Source: an optimization exercise on an open RTL-to-GDS flow (aim: a short achievable clock period and few clock cycles). Production flows keep margins and buffers that such runs may drop. No functional check of the RTL was part of any run shown here. No activity file was given, so power comes from the tool's default toggle rates.

### design/flow/run.sh
#!/bin/bash
# synth_recipe.tcl (not shown) runs the flow's synth.tcl, then flattens the netlist and writes it again
# the make line also repeats each setting of config.mk as NAME=value (left out here)
make -C /OpenROAD-flow-scripts/flow DESIGN_CONFIG=/design/flow/config.mk WORK_HOME=/design/flow/orfs CLKGATE_MAP_FILE= SYNTH_SCRIPT=/design/flow/synth_recipe.tcl finish
### design/flow/config.mk
export PLATFORM = sky130hd
export DESIGN_NAME = psram_cache
export DESIGN_NICKNAME = psram_cache
export VERILOG_FILES = /design/flow/design.v
export SDC_FILE = /design/flow/constraint.sdc
export NUM_CORES = 4
export LEC_CHECK = 0
export ABC_CLOCK_PERIOD_IN_PS = 2200
export CAP_MARGIN = 20
export CORE_MARGIN = 2
export CORE_UTILIZATION = 45
export SETUP_SLACK_MARGIN = 3.5
export SLEW_MARGIN = 20
export SYNTH_HIERARCHICAL = 1
export SYNTH_MINIMUM_KEEP_SIZE = 0
### design/flow/constraint.sdc
create_clock -name core_clock -period 6.0 [get_ports {clk}]
set_input_delay 1.2000 -clock core_clock [delete_from_list [all_inputs] [get_ports {clk}]]
set_output_delay 1.2000 -clock core_clock [all_outputs]
set_load 0.01 [all_outputs]
### design/flow/design.v
package psram_cache_pkg;
  localparam int ADDR_W = 23;
endpackage
module cache_and_or #(
  parameter int N = 8
) (
  input  logic [N-1:0] a,
  input  logic [N-1:0] s,
  output logic         y
);
  assign y = |(a & s);
endmodule
module cache_tag_match #(
  parameter int W = 17
) (
  input  logic [W-1:0] a,
  input  logic [W-1:0] b,
  input  logic         en,
  output logic         y
);
  assign y = en && (a == b);
endmodule
module cache_ao_hit (
  input  logic a,
  input  logic b,
  input  logic h,
  output logic y
);
  assign y = a || (b && h);
endmodule
module cache_ao_miss (
  input  logic a,
  input  logic b,
  input  logic h,
  output logic y
);
  assign y = a || (b && !h);
endmodule
import psram_cache_pkg::*;
module psram_cache #(
  parameter int LINES = 64
) (
  input  logic              clk,
  input  logic              resetn,
  input  logic              cpu_valid,
  input  logic [ADDR_W-1:0] cpu_addr,
  input  logic [31:0]       cpu_wdata,
  input  logic [3:0]        cpu_wstrb,
  output logic [31:0]       cpu_rdata,
  output logic              cpu_ready,
  input  logic              flush,
  output logic              mem_valid,
  output logic [ADDR_W-1:0] mem_addr,
  output logic [31:0]       mem_wdata,
  output logic [3:0]        mem_wstrb,
  input  logic [31:0]       mem_rdata,
  input  logic              mem_ready,
  output logic [31:0]       stat_hits,
  output logic [31:0]       stat_misses
);
  localparam int IDX_W = 6;
  localparam int TAG_W = ADDR_W - IDX_W;
  logic [63:0]      line_v;
  logic [TAG_W-1:0] line_tag [64];
  logic              miss_q;      
  logic              rd_q;        
  logic              ov;          
  logic              bv;          
  logic              wr_q;        
  logic              o_isrd;      
  logic              mv_q;        
  logic [ADDR_W-1:0] b_addr;
  logic [31:0]       b_wdata;
  logic [3:0]        b_wstrb;
  logic [ADDR_W-1:0] o_addr;      
  logic [31:0]       o_wdata;     
  logic [3:0]        o_wstrb;     
  logic [31:0]       hits_p1;
  logic [31:0]       hits_bak;
  logic [31:0]       misses_p1;
  wire [TAG_W-1:0] in_tag = cpu_addr[ADDR_W-1:IDX_W];
  wire             in_wr  = |cpu_wstrb;
  logic        rd_wait;           
  logic        rd_done;           
  logic [63:0] tmatch;
  logic [7:0]  lo, hi;
  logic [7:0]  hi_g;
  logic [7:0]  hit_grp;
  logic        hit;
  logic [31:0] line_data [64];
  logic [7:0]  rd_grp [32];
  logic [31:0] line_rd;
  always_comb begin
    for (int i = 0; i < 8; i++) begin
      lo[i]   = (cpu_addr[2:0] == 3'(i));
      hi[i]   = (cpu_addr[5:3] == 3'(i));
      hi_g[i] = hi[i] && !rd_wait;
    end
  end
  for (genvar li = 0; li < 64; li++) begin : g_tm
    cache_tag_match #(.W(TAG_W)) u_tm (
      .a (line_tag[li]), .b (in_tag), .en (line_v[li]), .y (tmatch[li])
    );
  end
  for (genvar hi_i = 0; hi_i < 8; hi_i++) begin : g_hg
    cache_and_or #(.N(8)) u_hg (.a (tmatch[8*hi_i +: 8]), .s (lo), .y (hit_grp[hi_i]));
  end
  cache_and_or #(.N(8)) u_hit (.a (hit_grp), .s (hi), .y (hit));
  for (genvar bi = 0; bi < 32; bi++) begin : g_rd
    for (genvar hi_i = 0; hi_i < 8; hi_i++) begin : g_grp
      logic [7:0] col;
      for (genvar l = 0; l < 8; l++) begin : g_col
        assign col[l] = line_data[8*hi_i + l][bi];
      end
      cache_and_or #(.N(8)) u_grp (.a (col), .s (lo), .y (rd_grp[bi][hi_i]));
    end
    cache_and_or #(.N(9)) u_sel (
      .a ({mem_rdata[bi], rd_grp[bi]}), .s ({rd_wait, hi_g}), .y (line_rd[bi])
    );
  end
  wire [3:0] wr_be = wr_q ? cpu_wstrb : 4'b0000;
  for (genvar li = 0; li < 64; li++) begin : g_line
    for (genvar bi = 0; bi < 4; bi++) begin : g_byte
      always_ff @(posedge clk) begin
        if (lo[li % 8] && hi[li / 8] && (rd_done || wr_be[bi]))
          line_data[li][8*bi +: 8] <= rd_done ? mem_rdata[8*bi +: 8] : cpu_wdata[8*bi +: 8];
      end
    end
  end
  wire rdy_q    = cpu_ready;                      
  wire hs       = mv_q && mem_ready;              
  assign rd_done = hs && o_isrd;
  wire out_free = !ov || hs;
  wire room     = !(ov && bv);
  wire can_take = cpu_valid && !rdy_q && !rd_wait;
  wire take_rd  = can_take && !in_wr;
  wire take_wr  = can_take && in_wr && room;
  wire enq_nh   = room && (take_wr || (rd_wait && !rd_q));    
  wire enq_m    = room && take_rd;                             
  wire ov_nh    = !out_free || bv || enq_nh;
  wire bv_nh    = out_free ? (bv && enq_nh) : (bv || enq_nh);
  wire bv_m     = (bv || !out_free) && enq_m;
  logic rd_wait_n, rd_q_n, ov_n, bv_n, rdy_n;
  cache_ao_miss u_rd_wait_n (.a (rd_wait && !rd_done), .b (take_rd), .h (hit), .y (rd_wait_n));
  cache_ao_miss u_rd_q_n (
    .a (rd_wait && !rd_done && (rd_q || room)), .b (enq_m), .h (hit), .y (rd_q_n)
  );
  cache_ao_miss u_ov_n (.a (ov_nh), .b (out_free && enq_m), .h (hit), .y (ov_n));
  cache_ao_miss u_bv_n (.a (bv_nh), .b (bv_m), .h (hit), .y (bv_n));
  cache_ao_hit u_rdy_n (.a (take_wr || rd_done), .b (take_rd), .h (hit), .y (rdy_n));
  assign mem_valid = mv_q || (ov && !mem_ready);
  always_ff @(posedge clk or posedge resetn) begin
    if (resetn) begin
      line_v      <= '0;
      rd_wait     <= 1'b0;
      miss_q      <= 1'b0;
      rd_q        <= 1'b0;
      wr_q        <= 1'b0;
      ov          <= 1'b0;
      o_isrd      <= 1'b0;
      bv          <= 1'b0;
      cpu_ready   <= 1'b0;
      mv_q        <= 1'b0;
      stat_hits   <= '0;
      stat_misses <= '0;
    end else begin
      for (int i = 0; i < 64; i++)
        line_v[i] <= (rd_done && lo[i % 8] && hi[i / 8]) || (line_v[i] && !flush);
      rd_wait   <= rd_wait_n;
      miss_q    <= take_rd && !hit;
      rd_q      <= rd_q_n;
      wr_q      <= take_wr && hit;
      cpu_ready <= rdy_n;
      ov        <= ov_n;
      if (out_free) o_isrd <= bv ? (b_wstrb == 4'b0000) : (cpu_wstrb == 4'b0000);
      bv        <= bv_n;
      mv_q      <= mem_valid && !mem_ready;
      if (take_rd)     stat_hits <= hits_p1;
      else if (miss_q) stat_hits <= hits_bak;
      if (miss_q)      stat_misses <= misses_p1;
    end
  end
  always_ff @(posedge clk) begin
    hits_p1   <= stat_hits + 32'd1;
    hits_bak  <= stat_hits;
    misses_p1 <= stat_misses + 32'd1;
    cpu_rdata <= line_rd;
    for (int i = 0; i < 64; i++)
      if (rd_done && lo[i % 8] && hi[i / 8]) line_tag[i] <= in_tag;
    if (!bv || out_free) begin
      b_addr  <= cpu_addr;
      b_wdata <= cpu_wdata;
      b_wstrb <= cpu_wstrb;
    end
    o_addr    <= out_free ? (bv ? b_addr  : cpu_addr)  : mem_addr;
    o_wdata   <= out_free ? (bv ? b_wdata : cpu_wdata) : mem_wdata;
    o_wstrb   <= out_free ? (bv ? b_wstrb : cpu_wstrb) : mem_wstrb;
    mem_addr  <= out_free ? (bv ? b_addr  : cpu_addr)  : o_addr;
    mem_wdata <= out_free ? (bv ? b_wdata : cpu_wdata) : o_wdata;
    mem_wstrb <= out_free ? (bv ? b_wstrb : cpu_wstrb) : o_wstrb;
  end
endmodule
==> results.sh, run 1 <==
export IMPL_drtIter0Drc=10100
export IMPL_worstSetupPathType="input pin to register"
export IMPL_antenna_found_initial=16
export IMPL_postRouteAntennaNets=0
export IMPL_globalplace_congestion=0.872
export IMPL_gr_usage_all_layers_pct=25.7
export IMPL_cts_tree="built"
export IMPL_finish_utilization_pct=55.3
export IMPL_fin_crit_ns=3.42
export IMPL_worstRegToRegCells=11
export IMPL_dp_hpwl_mm=232
export IMPL_r2r_setup_slack_ns=2.88
export IMPL_synth_top_area_share_pct=71.1
export IMPL_reg2reg_from="line_tag[12][15]"
export IMPL_grt_overflow_total=0
export IMPL_final_cell_area_um2=166000
export IMPL_max_freq_mhz=292
export IMPL_coreArea_um2=299000
export IMPL_boundaryPins=253
export IMPL_rows=201
export IMPL_synthTopCellsByArea="edfxtp_1, a22oi_1, xnor2_1"
export IMPL_yosysWarnings=12
export IMPL_hp_class="register to register"
export IMPL_num_vias=79600
export IMPL_leakage_uw=0.0527
export IMPL_clock_skew_ns=0.0524
export IMPL_ir_worst_vdd_v=0.000236
export IMPL_synth_top_area_cell="edfxtp_1"
export IMPL_cp_max_fo=9
export IMPL_cts_htree_levels=5
export IMPL_cts_hold_buf=0
export IMPL_p_total_uw=59200
export IMPL_netlist_area_um2=135000
export IMPL_dieArea_um2=304000
export IMPL_grt_pass1_vias=76200
export IMPL_synth_edf_count=3195
export IMPL_synth_area_per_cell_um2=17.1
export IMPL_critical_path_required_ns=6.79
export IMPL_status="complete, no violations"
export IMPL_hold_ws_ns=0.441
export IMPL_postPlaceCellArea_um2=146000
export IMPL_cp_arrival_ns=4.21
export IMPL_p_clk_share_pct=39.2
export IMPL_port_buffers=252
export IMPL_setup_viol_count_final=0
export IMPL_route_detailed_wl_per_inst_um=31.0
export IMPL_hold_depth=1
export IMPL_crit_path_end_kind="register"
export IMPL_power_switching_uw=14300
export IMPL_clk_pin_slew_ns=0.06
export IMPL_drt_total_wl_mm=411
export IMPL_via_per_inst=6.00
export IMPL_critPathLaunchType="input pin"
export IMPL_synth_commonest_cells="edfxtp_1, a22oi_1, xnor2_1"
export IMPL_rsz0062_at_grt="true"
export IMPL_area_delta_synth_final_pct=22.6
export IMPL_ys_ff_latch=3578
export IMPL_dr_pass1_iters=9
export IMPL_hold_viol_final=0
export IMPL_drv_cap=0
export IMPL_root_buffer="clkbuf_16"
export IMPL_drive_gt1_share_pct=22.8
export IMPL_ys_seq_area_share_pct=77.2
export IMPL_intPower_uw=45000
export IMPL_netlist_instances=7881
export IMPL_die_y_um=552
export IMPL_synth_main_ff_cell="edfxtp_1"
export IMPL_yosys_cell_count_top_type="edfxtp_1"
export IMPL_setup_tns_ns=0
export IMPL_die_x_um=552
export IMPL_drc=0
export IMPL_hold_end="mem_addr[10]"
export IMPL_tightest_slew_ns=0.937
export IMPL_clock_latency_ns=0.90
export IMPL_grt_pass1_wl_mm=562
export IMPL_synth_async_reset_ratio_pct=3.83
export IMPL_grt_max_degree=131
export IMPL_start_util_pct=45.1
export IMPL_combPwrFrac_pct=11.5
export IMPL_cts_sinks=3578
export IMPL_drv_slew=0
export IMPL_fin_nets=9100
export IMPL_cts_inserted_buffers=365
export IMPL_synth_fp_nets=7979
export IMPL_min_from="o_addr[10]"
export IMPL_period_share_pct=57.0
export IMPL_synth_cell_types=48
export IMPL_r2r_end="rd_q"
export IMPL_p_seq_share_pct=49.3
export IMPL_p_per_area_nw_per_um2=358
export IMPL_sw_frac_of_total_pct=24.1
export IMPL_clk_path_buf_depth=4
export IMPL_relSlewSlack_pct=37.5
-- cell type report --
| type | instances | area [um2] |
|---|---|---|
| multi-input combinational | 4118 | 33400 |
| timing repair buffer | 862 | 10200 |
| sequential | 3578 | 105000 |
| tap | 3958 | 4950 |
| clock buffer | 477 | 10000 |
| fill | 23000 | 134000 |
| clock inverter | 191 | 2170 |
| antenna | 1 | 2.50 |
| inverter | 77 | 297 |
-- power by group through the flow --
stage	registers (uW)	clock network (uW)	logic, uW
4_1_cts	29200	23400	6530
6_report	29200	23200	6810
3_3_place_gp	29700	0	5580
3_5_place_dp	29700	0	5700
2_1_floorplan	29600	0	2730
5_1_grt	29300	24300	7240
-- routing by layer --
layer	part of all wire, %	track usage, %	up-vias
li1	-	-	33900
met1	40	35.3	41200
met2	47	41.6	3864
met3	8.9	4.64	682
met4	3.9	8.50	18
met5	0.028	0	-
-- Yosys stat by module, one instance, submodules excluded, a selection --
module | cells | flops+latches
psram_cache | 4915 | 3578
cache_ao_miss | 2 | 0
cache_ao_hit | 1 | 0
-- worst max-delay path by stage --
| stage | from | end | slack, ns | cells past startpoint |
|---|---|---|---|---|
| global placement | cpu_addr[2] | cpu_ready | 0.50 | 9 |
| detailed placement | cpu_addr[2] | cpu_ready | 0.47 | 9 |
| global route | cpu_addr[10] | rd_q | 2.48 | 14 |
| CTS | cpu_addr[7] | rd_q | 2.60 | 14 |
| finish | cpu_addr[9] | rd_q | 2.58 | 13 |
| floorplan | cpu_addr[0] | line_data[1][0] | -2.28 | 4 |
-- cell families after synthesis --
logic type | count (synthesis) | synth area share, %
multiplexers | 121 | 0.924
XOR/XNOR | 1148 | 7.45
AND/OR/NAND/NOR | 1418 | 5.71
flip-flops | 3578 | 77.2
AO/OA/AOI/OAI | 1424 | 8.07
buffers and inverters | 190 | 0.585
adder cells (fa/ha/maj) | 2 | 0.0185
-- through the flow --
step / cells / setup WS [ns]
after detailed placement: 12300 / 0.472
final: 13300 / 2.58
after floorplan: 7881 / -2.28
after global routing: 13300 / 2.48
after global placement: 12300 / 0.505
after CTS: 13200 / 2.60
-- flip-flops by register name, indices dropped and copies added (netlist names), 23 cells and up --
register / flops
hits_bak: 32
hits_p1: 32
b_addr: 23
b_wdata: 32
stat_hits: 32
line_data: 2048
mem_wdata: 32
misses_p1: 32
o_wdata: 32
line_tag: 1088
cpu_rdata: 32
line_v: 64
mem_addr: 23
stat_misses: 32
o_addr: 23
-- worst max-delay path, stage by stage --
cell and delay (ns):
buf_16 0.14, buf_12 0.17, xor2_1 0.16, nor4_1 0.27
nand3_1 0.18, nor4_4 0.60, a22oi_1 0.16, nand4_1 0.22
a22oi_2 0.11, nand4_1 0.52, buf_6 0.23, inv_2 0.04
a21o_1 0.14
-- placed cells by master, fill, tap and decap left out, types with 27 or more instances in the layout --
master / count
a22oi_1: 942
clkbuf_8: 31
bufinv_16: 44
xnor2_1: 878
a22oi_2: 150
nand2_1: 169
mux2_2: 29
buf_6: 206
nor2_1: 136
nor2_4: 150
nor2_2: 88
buf_16: 52
dfxtp_2: 74
buf_12: 66
dfxtp_1: 155
clkdlybuf4s50_1: 70
clkinv_2: 65
dfrtp_1: 95
a22o_1: 30
a221oi_4: 27
nand4_1: 487
o22ai_1: 64
edfxtp_1: 3195
buf_4: 390
mux2i_1: 92
nor4_1: 61
clkbuf_16: 396
nor4_4: 30
clkinv_1: 49
nand2_2: 40
a222oi_1: 32
clkbuf_1: 74
inv_1: 71
nor4_2: 42
a21oi_1: 32
xor2_1: 269
nand3_1: 110
o21a_1: 120
dfrtp_2: 39
-- what timing repair did --
action,CTS,global route
buffers inserted,153,51
endpoints found under the hold margin,0,0
cloned,34,25
endpoints found under the setup margin,5512,2918
pin swaps,62,129
resized for setup,1511,306
==> inputs of run 2 (changes only) <==
--- a/design/flow/design.v
+++ b/design/flow/design.v
@@ -12,3 +12,12 @@
 endmodule
-module cache_tag_match #(
+module cache_andn_or #(
+  parameter int N = 8
+) (
+  input  logic [N-1:0] a,
+  input  logic [N-1:0] s,
+  output logic         y
+);
+  assign y = |(~a & s);
+endmodule
+module cache_tag_miss #(
   parameter int W = 17
@@ -20,3 +29,3 @@
 );
-  assign y = en && (a == b);
+  assign y = !en || (a != b);
 endmodule
@@ -84,3 +93,3 @@
   logic        rd_done;           
-  logic [63:0] tmatch;
+  logic [63:0] tmiss;
   logic [7:0]  lo, hi;
@@ -100,4 +109,4 @@
   for (genvar li = 0; li < 64; li++) begin : g_tm
-    cache_tag_match #(.W(TAG_W)) u_tm (
-      .a (line_tag[li]), .b (in_tag), .en (line_v[li]), .y (tmatch[li])
+    cache_tag_miss #(.W(TAG_W)) u_tm (
+      .a (line_tag[li]), .b (in_tag), .en (line_v[li]), .y (tmiss[li])
     );
@@ -105,3 +114,3 @@
   for (genvar hi_i = 0; hi_i < 8; hi_i++) begin : g_hg
-    cache_and_or #(.N(8)) u_hg (.a (tmatch[8*hi_i +: 8]), .s (lo), .y (hit_grp[hi_i]));
+    cache_andn_or #(.N(8)) u_hg (.a (tmiss[8*hi_i +: 8]), .s (lo), .y (hit_grp[hi_i]));
   end
==> results.sh, run 2 <==
export IMPL_coreArea_um2=298000
export IMPL_synth_commonest_cells="edfxtp_1, a22oi_1, xnor2_1"
export IMPL_n_fill_cell=22200
export IMPL_r2r_setup_slack_ns=2.54
export IMPL_dieArea_um2=304000
export IMPL_area_delta_synth_final_pct=26.2
export IMPL_synth_top_area_cell="edfxtp_1"
export IMPL_cts_sinks=3578
export IMPL_met2_length_mm=217
export IMPL_dp_hpwl_mm=234
export IMPL_synth_top_area_share_pct=71.2
export IMPL_clock_skew_ns=0.0403
export IMPL_synth_fp_nets=8043
export IMPL_drtIter0Drc=11400
export IMPL_synth_async_reset_ratio_pct=3.83
export IMPL_setup_tns_ns=0
export IMPL_p_total_uw=59400
export IMPL_cts_tree="built"
export IMPL_max_flop_register="line_data"
export IMPL_hold_viol_final=0
export IMPL_slowest_delay_ns=0.67
export IMPL_grt_pass1_vias=80300
export IMPL_dr_pass1_iters=7
export IMPL_synthTopCellsByArea="edfxtp_1, a22oi_1, xnor2_1"
export IMPL_grt_pass1_wl_mm=627
export IMPL_p_per_area_nw_per_um2=349
export IMPL_yosys_cell_count_top_type="edfxtp_1"
export IMPL_yosysWarnings=12
export IMPL_setup_viol_count_final=0
export IMPL_synth_cell_types=49
export IMPL_boundaryPins=253
export IMPL_netlist_instances=7945
export IMPL_die_y_um=551
export IMPL_tightest_slew_ns=1.04
export IMPL_critical_path_required_ns=6.79
export IMPL_via_per_inst=6.17
export IMPL_final_cell_mix="edfxtp_1, a22oi_1, xnor2_1"
export IMPL_root_buffer="clkbuf_16"
export IMPL_gr_usage_all_layers_pct=29.3
export IMPL_cts_htree_levels=5
export IMPL_synth_edf_count=3195
export IMPL_die_x_um=551
export IMPL_worstSetupPathType="input pin to register"
export IMPL_worstPathCellList="buf_16 -> buf_16 -> xnor2_1 -> nand4_1 -> nor3_1 -> nand4_1 -> o22ai_1 -> or4_4 -> a22oi_2 -> nand4_1 -> buf_6 -> a21o_1"
export IMPL_cts_inserted_buffers=365
export IMPL_ys_seq_area_share_pct=77.4
export IMPL_largest_registers="line_data x2048, line_tag x1088, line_v x64"
export IMPL_ir_worst_vdd_v=0.000272
export IMPL_fin_nets=9416
export IMPL_cp_slowest_cell="nand4_1"
export IMPL_antenna_found_initial=13
export IMPL_netlist_area_um2=135000
export IMPL_crit_top_cell="nand4_1"
export IMPL_drv_cap=0
export IMPL_rows=200
export IMPL_finish_utilization_pct=57.2
export IMPL_period_share_pct=59.2
export IMPL_cp_max_fo=14
export IMPL_dr_max_layer_used="met5"
export IMPL_synth_main_ff_cell="edfxtp_1"
export IMPL_largest_reg_flops=2048
export IMPL_ys_ff_latch=3578
export IMPL_final_common_cell="edfxtp_1"
export IMPL_rsz0062_at_grt="true"
export IMPL_relSlewSlack_pct=30.1
export IMPL_drc=0
export IMPL_grt_max_degree=109
export IMPL_postRouteAntennaNets=0
export IMPL_crit_path_end_kind="register"
export IMPL_leakage_uw=0.0550
export IMPL_fin_crit_ns=3.55
export IMPL_globalplace_congestion=0.861
export IMPL_num_vias=83700
export IMPL_synth_area_per_cell_um2=17.0
export IMPL_start_util_pct=45.3
export IMPL_critPathLaunchType="input pin"
export IMPL_cp_arrival_ns=4.34
export IMPL_grt_overflow_total=0
export IMPL_hp_class="register to register"
export IMPL_drive_gt1_share_pct=24.0
export IMPL_clk_path_buf_depth=4
export IMPL_met3_length_mm=46.1
export IMPL_clk_pin_slew_ns=0.06
export IMPL_max_freq_mhz=282
export IMPL_status="complete, no violations"
export IMPL_route_detailed_wl_per_inst_um=33.8
export IMPL_drv_slew=0
export IMPL_cts_hold_buf=0
export IMPL_wl_met1_mm=172
export IMPL_port_buffers=252
export IMPL_clock_latency_ns=0.91
export IMPL_drt_total_wl_mm=459
-- run 2: changes by cell type in the layout (fill, tap and decap cells not counted), sizes merged, moves of 56 or more --
cell    previous run  this run
nor3              12        76
buf              751       939
nor4             133        69
bufbuf            16        77
nand3            116        54
nand4            488       544
inv               86       150
-- run 2: final cells by class --
class                   count  area [um2]  share of cell area, %
flip-flops and latches   3578      105000                   61.4
multi-input cells        4124       33000                   19.4
repair buffers           1108       15300                   9.02
clock buffers             499       10100                   5.91
well taps                3939        4930                   2.90
clock inverters           168        1780                   1.05
inverters                 141         534                  0.314
diodes                      4        10.0                0.00588
-- run 2: cell families after synthesis --
family	Yosys count	synth area share, %
flops	3578	77.4
compound gates	1424	8.05
fa+ha+maj	2	0.0186
mux	121	0.925
buf+inv	254	0.764
xor+xnor	1148	7.46
simple gates	1418	5.42
-- run 2: per-module statistics from Yosys (local to each module, per instance), excerpt --
module / times used / cells inside
cache_ao_hit: 1 / 1
psram_cache: 1 / 4915
cache_ao_miss: 4 / 2
-- run 2: power breakdown --
part	internal, uW	total [uW]	switching [uW]	leakage, uW
Sequential	28600	29300	650	0.0326
Clock	13200	22800	9580	0.00580
Combinational	2990	7310	4320	0.0166
Total	44800	59400	14600	0.0550
-- run 2: final timing paths --
check	to	startpoint	cells after the start
max in group asynchronous	line_v[58]	resetn	3
max reg2reg	cpu_ready	line_tag[40][0]	10
min	mem_addr[13]	o_addr[13]	1
max	cpu_ready	cpu_addr[20]	12
min reg2reg	mem_addr[13]	o_addr[13]	1
min in group asynchronous	stat_hits[15]	resetn	2
-- run 2: layer usage --
metal / global-route usage, % / up-vias
li1: - / 34500
met1: 38.7 / 43300
met2: 47.4 / 4837
met3: 6.10 / 939
met4: 12.4 / 6
met5: 0 / -
-- run 2: worst max-delay path, delay by kind of cell --
family	cells	cell delay, ns
xor gates and xnor gates	1	0.13
buffers and inverters	3	0.76
AOI/OAI and AO/OA	3	0.51
and+or+nand+nor	5	1.64
-- run 2: timing repair --
item,CTS,global route
endpoints found under the hold margin,0,0
gates cloned,139,25
gates resized for setup,1738,268
setup buffers,263,100
setup endpoints to repair,5548,1728
pin swaps,181,132
-- run 2: stage by stage --
| stage | setup slack, ns | std cells | hold slack [ns] | instance area [um2] |
|---|---|---|---|---|
| 2_1_floorplan | -2.27 | 7945 | 0.414 | 135000 |
| 3_3_place_gp | 0.466 | 12400 | 0.421 | 146000 |
| 3_5_place_dp | 0.412 | 12400 | 0.428 | 146000 |
| 4_1_cts | 2.59 | 13400 | 0.439 | 167000 |
| 5_1_grt | 2.55 | 13600 | 0.449 | 170000 |
| 6_report | 2.45 | 13600 | 0.438 | 170000 |

==> port drivers added, routing unchanged <==
In the flow no input, the clock included, has a driving cell. The finished layouts below were timed again as built, in two steps.
Step 1: set_driving_cell puts a clkbuf_16 on clk and a buf_2 on each other input, an assumption about the parent block.
Step 2 moves the port delays by t, midway between the first and last clock arrival at a register: inputs arrive t later, outputs are due t later. That takes back most of the time a late clock gives input paths.
Three values: ideal, step 1, step 2; two values: the first two.
| run | t (ns) | setup WS [ns] | hold WS [ns] |
|---|---|---|---|
| run 1 | 0.984 | 2.579 / 2.346 / 1.362 | 0.441 / 0.441 / 0.441 |
| run 2 | 1.012 | 2.450 / 2.267 / 1.254 | 0.438 / 0.438 / 0.438 |
After both steps setup and hold are still met in every run listed. For run 1, which loses most, drivers alone change the setup slack by -0.233 ns; drivers and shift together by -1.217 ns.
